This design comes from an exercise in tuning for small area, a short achievable clock period and few clock cycles on the open sky130 flow, not from production work. Function was checked by simulation only, so behaviour that the tests miss may differ from the original. No activity file was given, so power comes from the tool's default toggle rates.

==> inputs of 06-27 <==
// dcache_controller
module dcache_controller #(
   parameter int NUM_LINES = 16,
   parameter int LINE_BITS = 256,
   parameter int ADDR_W    = 32
) (
   input  logic                 clk_i,
   input  logic                 rst_i,
   input  logic                 cpu_req_i,
   input  logic                 cpu_we_i,
   input  logic [ADDR_W-1:0]    cpu_addr_i,
   input  logic [31:0]          cpu_data_i,
   output logic [31:0]          cpu_data_o,
   output logic                 cpu_stall_o,
   output logic                 mem_req_o,
   output logic                 mem_we_o,
   output logic [ADDR_W-1:0]    mem_addr_o,
   output logic [LINE_BITS-1:0] mem_data_o,
   input  logic [LINE_BITS-1:0] mem_data_i,
   input  logic                 mem_ack_i
);
==> module dcache_controller, before the edit <==
module dcache_controller #(
   parameter int NUM_LINES = 16,
   parameter int LINE_BITS = 256,
   parameter int ADDR_W    = 32
) (
   input  logic                 clk_i,
   input  logic                 rst_i,
   input  logic                 cpu_req_i,
   input  logic                 cpu_we_i,
   input  logic [ADDR_W-1:0]    cpu_addr_i,
   input  logic [31:0]          cpu_data_i,
   output logic [31:0]          cpu_data_o,
   output logic                 cpu_stall_o,
   output logic                 mem_req_o,
   output logic                 mem_we_o,
   output logic [ADDR_W-1:0]    mem_addr_o,
   output logic [LINE_BITS-1:0] mem_data_o,
   input  logic [LINE_BITS-1:0] mem_data_i,
   input  logic                 mem_ack_i
);
   localparam int OFF_W  = $clog2(LINE_BITS / 8);
   localparam int IDX_W  = $clog2(NUM_LINES);
   localparam int TAG_W  = ADDR_W - OFF_W - IDX_W;
   localparam int WORDS  = LINE_BITS / 32;
   localparam int WSEL_W = $clog2(WORDS);
   typedef enum logic [1:0] {IDLE, WRITEBACK, REFILL} state_t;
   state_t               state_q;
   logic [NUM_LINES-1:0] valid_q;
   logic [NUM_LINES-1:0] dirty_q;
   logic [TAG_W-1:0]     tag_q  [NUM_LINES];
   logic [LINE_BITS-1:0] data_q [NUM_LINES];
   logic [ADDR_W-1:0]    miss_addr_q;
   logic                 mem_req_q;
   logic                 mem_we_q;
   logic [ADDR_W-1:0]    mem_addr_q;
   logic [LINE_BITS-1:0] mem_data_q;
   logic [TAG_W-1:0]     req_tag;
   logic [TAG_W-1:0]     miss_tag;
   logic [IDX_W-1:0]     req_idx;
   logic [IDX_W-1:0]     miss_idx;
   logic [WSEL_W-1:0]    req_wsel;
   logic [LINE_BITS-1:0] req_line;
   logic [LINE_BITS-1:0] store_line;
   logic [31:0]          req_words [WORDS];
   logic                 hit;
   logic                 idle_hit;
   logic                 store_hit;
   logic                 refill_done;
   logic                 unused_bits;
   assign req_tag  = cpu_addr_i[ADDR_W-1 -: TAG_W];
   assign req_idx  = cpu_addr_i[OFF_W +: IDX_W];
   assign req_wsel = cpu_addr_i[2 +: WSEL_W];
   assign miss_tag = miss_addr_q[ADDR_W-1 -: TAG_W];
   assign miss_idx = miss_addr_q[OFF_W +: IDX_W];
   assign req_line = data_q[req_idx];
   assign hit         = cpu_req_i & valid_q[req_idx] & (tag_q[req_idx] == req_tag);
   assign idle_hit    = (state_q == IDLE) & hit;
   assign store_hit   = idle_hit & cpu_we_i;
   assign refill_done = (state_q == REFILL) & mem_ack_i;
   for (genvar gi = 0; gi < WORDS; gi++) begin : g_words
      assign req_words[gi] = req_line[gi*32 +: 32];
      assign store_line[gi*32 +: 32] = (req_wsel == WSEL_W'(gi)) ? cpu_data_i : req_line[gi*32 +: 32];
   end
   assign cpu_stall_o = cpu_req_i & ~idle_hit;
   assign cpu_data_o  = (idle_hit & ~cpu_we_i) ? req_words[req_wsel] : 32'd0;
   assign mem_req_o  = mem_req_q;
   assign mem_we_o   = mem_we_q;
   assign mem_addr_o = mem_addr_q;
   assign mem_data_o = mem_data_q;
   assign unused_bits = ^{cpu_addr_i[1:0], miss_addr_q[OFF_W-1:0]};
   always_ff @(posedge clk_i) begin
      if (refill_done) begin
         data_q[miss_idx] <= mem_data_i;
         tag_q[miss_idx]  <= miss_tag;
      end else if (store_hit) begin
         data_q[req_idx] <= store_line;
      end
   end
   always_ff @(posedge clk_i or posedge rst_i) begin
      if (rst_i) begin
         state_q     <= IDLE;
         valid_q     <= '0;
         dirty_q     <= '0;
         miss_addr_q <= '0;
         mem_req_q   <= 1'b0;
         mem_we_q    <= 1'b0;
         mem_addr_q  <= '0;
         mem_data_q  <= '0;
      end else begin
         if (store_hit) begin
            dirty_q[req_idx] <= 1'b1;
         end
         unique case (state_q)
            IDLE: begin
               if (cpu_req_i && !hit) begin
                  miss_addr_q <= cpu_addr_i;
                  mem_req_q   <= 1'b1;
                  if (valid_q[req_idx] && dirty_q[req_idx]) begin
                     state_q    <= WRITEBACK;
                     mem_we_q   <= 1'b1;
                     mem_addr_q <= {tag_q[req_idx], req_idx, {OFF_W{1'b0}}};
                     mem_data_q <= req_line;
                  end else begin
                     state_q    <= REFILL;
                     mem_we_q   <= 1'b0;
                     mem_addr_q <= {req_tag, req_idx, {OFF_W{1'b0}}};
                  end
               end
            end
            WRITEBACK: begin
               if (mem_ack_i) begin
                  state_q    <= REFILL;
                  mem_we_q   <= 1'b0;
                  mem_addr_q <= {miss_tag, miss_idx, {OFF_W{1'b0}}};
               end
            end
            REFILL: begin
               if (mem_ack_i) begin
                  state_q           <= IDLE;
                  mem_req_q         <= 1'b0;
                  valid_q[miss_idx] <= 1'b1;
                  dirty_q[miss_idx] <= 1'b0;
               end
            end
            default: state_q <= IDLE;
         endcase
      end
   end
endmodule
==> flow/config.mk <==
export PLATFORM = sky130hd
export DESIGN_NAME = dcache_controller
export DESIGN_NICKNAME = dcache_controller
export VERILOG_FILES = /design/flow/design.v
export SDC_FILE = /design/flow/constraint.sdc
export NUM_CORES = 4
export LEC_CHECK = 0
export CAP_MARGIN = 20
export CORE_MARGIN = 2
export CORE_UTILIZATION = 40
export SLEW_MARGIN = 20
export SYNTH_MEMORY_MAX_BITS = 16384
==> flow/constraint.sdc <==
create_clock -name core_clock -period 12.0 [get_ports {clk_i}]
set_input_delay 2.4000 -clock core_clock [delete_from_list [all_inputs] [get_ports {clk_i}]]
set_output_delay 2.4000 -clock core_clock [all_outputs]
set_load 0.01 [all_outputs]
run.sh (not shown) runs the stock make flow with config.mk's settings and CLKGATE_MAP_FILE= SYNTH_SCRIPT=/design/flow/synth_recipe.tcl, a recipe that flattens the netlist after the stock synthesis.
==> 04-10: changes against 06-27 <==
==> flow/design.v (replaced) <==
module dcache_controller #(
   parameter int NUM_LINES = 16,
   parameter int LINE_BITS = 256,
   parameter int ADDR_W    = 32
) (
   input  logic                 clk_i,
   input  logic                 rst_i,
   input  logic                 cpu_req_i,
   input  logic                 cpu_we_i,
   input  logic [ADDR_W-1:0]    cpu_addr_i,
   input  logic [31:0]          cpu_data_i,
   output logic [31:0]          cpu_data_o,
   output logic                 cpu_stall_o,
   output logic                 mem_req_o,
   output logic                 mem_we_o,
   output logic [ADDR_W-1:0]    mem_addr_o,
   output logic [LINE_BITS-1:0] mem_data_o,
   input  logic [LINE_BITS-1:0] mem_data_i,
   input  logic                 mem_ack_i
);
   localparam int OFF_W  = $clog2(LINE_BITS / 8);
   localparam int IDX_W  = $clog2(NUM_LINES);
   localparam int TAG_W  = ADDR_W - OFF_W - IDX_W;
   localparam int WORDS  = LINE_BITS / 32;
   localparam int WSEL_W = $clog2(WORDS);
   logic [NUM_LINES-1:0] valid_q;
   logic [NUM_LINES-1:0] dirty_q;
   logic [TAG_W-1:0]     tag_q  [NUM_LINES];
   logic [LINE_BITS-1:0] data_q [NUM_LINES];
   logic [TAG_W-1:0]     req_tag;
   logic [IDX_W-1:0]     req_idx;
   logic [WSEL_W-1:0]    req_wsel;
   logic [LINE_BITS-1:0] req_line;
   logic [LINE_BITS-1:0] wr_line;
   logic [31:0]          req_words [WORDS];
   logic [31:0]          mem_words [WORDS];
   logic [WORDS-1:0]     word_sel;
   logic                 hit;
   logic                 victim_dirty;
   logic                 refill_ack;
   logic                 wb_ack;
   logic                 store_hit;
   logic                 unused_bits;
   assign req_tag  = cpu_addr_i[ADDR_W-1 -: TAG_W];
   assign req_idx  = cpu_addr_i[OFF_W +: IDX_W];
   assign req_wsel = cpu_addr_i[2 +: WSEL_W];
   assign req_line = data_q[req_idx];
   assign hit          = cpu_req_i & valid_q[req_idx] & (tag_q[req_idx] == req_tag);
   assign victim_dirty = valid_q[req_idx] & dirty_q[req_idx];
   assign refill_ack   = cpu_req_i & mem_ack_i & ~victim_dirty;
   assign wb_ack       = cpu_req_i & mem_ack_i & victim_dirty;
   assign store_hit    = hit & cpu_we_i;
   for (genvar gi = 0; gi < WORDS; gi++) begin : g_words
      assign word_sel[gi]  = (req_wsel == WSEL_W'(gi));
      assign req_words[gi] = req_line[gi*32 +: 32];
      assign mem_words[gi] = mem_data_i[gi*32 +: 32];
      assign wr_line[gi*32 +: 32] = (cpu_we_i & word_sel[gi]) ? cpu_data_i : mem_words[gi];
   end
   assign cpu_stall_o = cpu_req_i & ~hit & ~refill_ack;
   assign cpu_data_o  = mem_ack_i ? mem_words[req_wsel] : req_words[req_wsel];
   assign mem_req_o   = cpu_req_i & ~hit;
   assign mem_we_o    = victim_dirty;
   assign mem_addr_o  = {(victim_dirty ? tag_q[req_idx] : req_tag), req_idx, {OFF_W{1'b0}}};
   assign mem_data_o  = req_line;
   assign unused_bits = ^cpu_addr_i[1:0];
   for (genvar li = 0; li < NUM_LINES; li++) begin : g_lines
      for (genvar wi = 0; wi < WORDS; wi++) begin : g_wr
         always_ff @(posedge clk_i) begin
            if (req_idx == IDX_W'(li) && (refill_ack || (store_hit && word_sel[wi])))
               data_q[li][wi*32 +: 32] <= wr_line[wi*32 +: 32];
         end
      end
      always_ff @(posedge clk_i) begin
         if (req_idx == IDX_W'(li) && refill_ack)
            tag_q[li] <= req_tag;
      end
   end
   always_ff @(posedge clk_i or posedge rst_i) begin
      if (rst_i) begin
         valid_q <= '0;
         dirty_q <= '0;
      end else begin
         if (refill_ack) begin
            valid_q[req_idx] <= 1'b1;
            dirty_q[req_idx] <= cpu_we_i;
         end else if (wb_ack) begin
            dirty_q[req_idx] <= 1'b0;
         end else if (store_hit) begin
            dirty_q[req_idx] <= 1'b1;
         end
      end
   end
endmodule
==> flow/flow/run.sh (new file) <==
#!/bin/bash
# The standard layout (standard.sh, standard synthesis unchanged) with two changes:
#  - port buffers are plain buf_2 cells instead of the default delay buffers;
#  - CTS uses larger sink clusters and no dummy loads (clock tree cells only,
#    the same tree for every register).
set -euo pipefail
export BUFFER_PORTS_ARGS="-buffer_cell sky130_fd_sc_hd__buf_2"
export CTS_ARGS="-sink_clustering_enable -repair_clock_nets -dont_use_dummy_load -sink_clustering_size 25 -sink_clustering_max_diameter 60"
bash standard.sh > standard_make.log 2>&1
==> flow/standard.sh (new file) <==
#!/bin/bash
# synth_recipe.tcl (not shown) runs the flow's synth.tcl, then flattens the netlist and writes it again
# the make line also repeats each setting of config.mk as NAME=value (left out here)
make -C /OpenROAD-flow-scripts/flow DESIGN_CONFIG=/design/flow/config.mk WORK_HOME=/design/flow/orfs CLKGATE_MAP_FILE= SYNTH_SCRIPT=/design/flow/synth_recipe.tcl "${@:-finish}"
--- a/flow/config.mk
+++ b/flow/config.mk
@@ -8,5 +8,7 @@
 export CAP_MARGIN = 20
 export CORE_MARGIN = 2
 export CORE_UTILIZATION = 40
+export PLACE_DENSITY = 0.75
+export SETUP_SLACK_MARGIN = 3.5
 export SLEW_MARGIN = 20
 export SYNTH_MEMORY_MAX_BITS = 16384
removed: flow/run.sh
==> comparison table <==
quantity                                                                             06-27                    04-10
Power density normalized to cell area                                           184 mW/mm²               148 mW/mm²
Sequential cell area                                                             0.143 mm²                0.135 mm²
Reg2reg start                                                                 tag_q[8][21]             tag_q[14][3]
Non-clock buffer area fraction after layout                                          4.49%                    5.36%
Worst path arrival time                                                            8810 ps                  6390 ps
Iteration count of the initial detailed-routing pass                                     6                       15
Status                                                             complete, no violations  complete, no violations
Placement-stage cell area                                                        0.206 mm²                0.186 mm²
Final design area excluding fillers                                              0.223 mm²                0.197 mm²
Number of DRC markers after the initial detailed-route iteration                    16,000                   27,900
Leakage                                                                          0.0711 µW                0.0612 µW
Core Area                                                                        0.475 mm²                0.430 mm²
Clock network power consumption                                                  15,200 µW                  8120 µW
Seq power                                                                        20,500 µW                17,600 µW
Worst-case setup margin in the final layout                                         795 ps                  3210 ps
Number of antenna violations at the first check in global routing                       91                      111
Register share of total power                                                        50.0%                    60.4%
Utilization after layout                                                             46.9%                    45.7%
Clock latency at the later pin of the worst-skew pair                              1050 ps                  1030 ps
Non-clock inverters                                                                     33                       50
Tightest hold margin                                                                465 ps                   468 ps
Slew of the pin with the lowest slew margin                                        1290 ps                  1270 ps
Sequential element share of the synthesized area                                     74.9%                    78.1%
Testbench counts of 06-27, summed over its fixed seeds: cycles 67,267.
Testbench counts of 04-10, summed over its fixed seeds: cycles 53,109.

-- separate check: timing with driven ports --
The results above use ideal ports. As a check the final layouts listed here were re-extracted and re-timed, cells and wires unchanged. Step 1 assumes that a clkbuf_16 drives the clock port and a buf_2 every other input. Step 2 also shifts input and output timing later by t, the mid clock arrival at the registers, as if the neighbouring blocks saw the same clock. Slacks: no drivers / after step 1 / after step 2; pairs: no drivers / after step 1.
| run | t, ns | setup slack, ns | worst setup path at the end | latest minus earliest clock arrival (ns) | worst register clock-pin slew, ns |
|---|---|---|---|---|---|
| 06-27 | 1.131 | 0.795 / 0.746 / 0.746 | input to output | 0.098 / 0.098 | 0.07 / 0.07 |
| 04-10 | 1.067 | 3.211 / 3.044 / 2.666 | input to register | 0.149 / 0.149 | 0.11 / 0.11 |
After both steps setup and hold are still met in every run listed. The setup slack of 04-10, which loses most, moves by -0.167 ns with the drivers and by -0.545 ns with both steps.
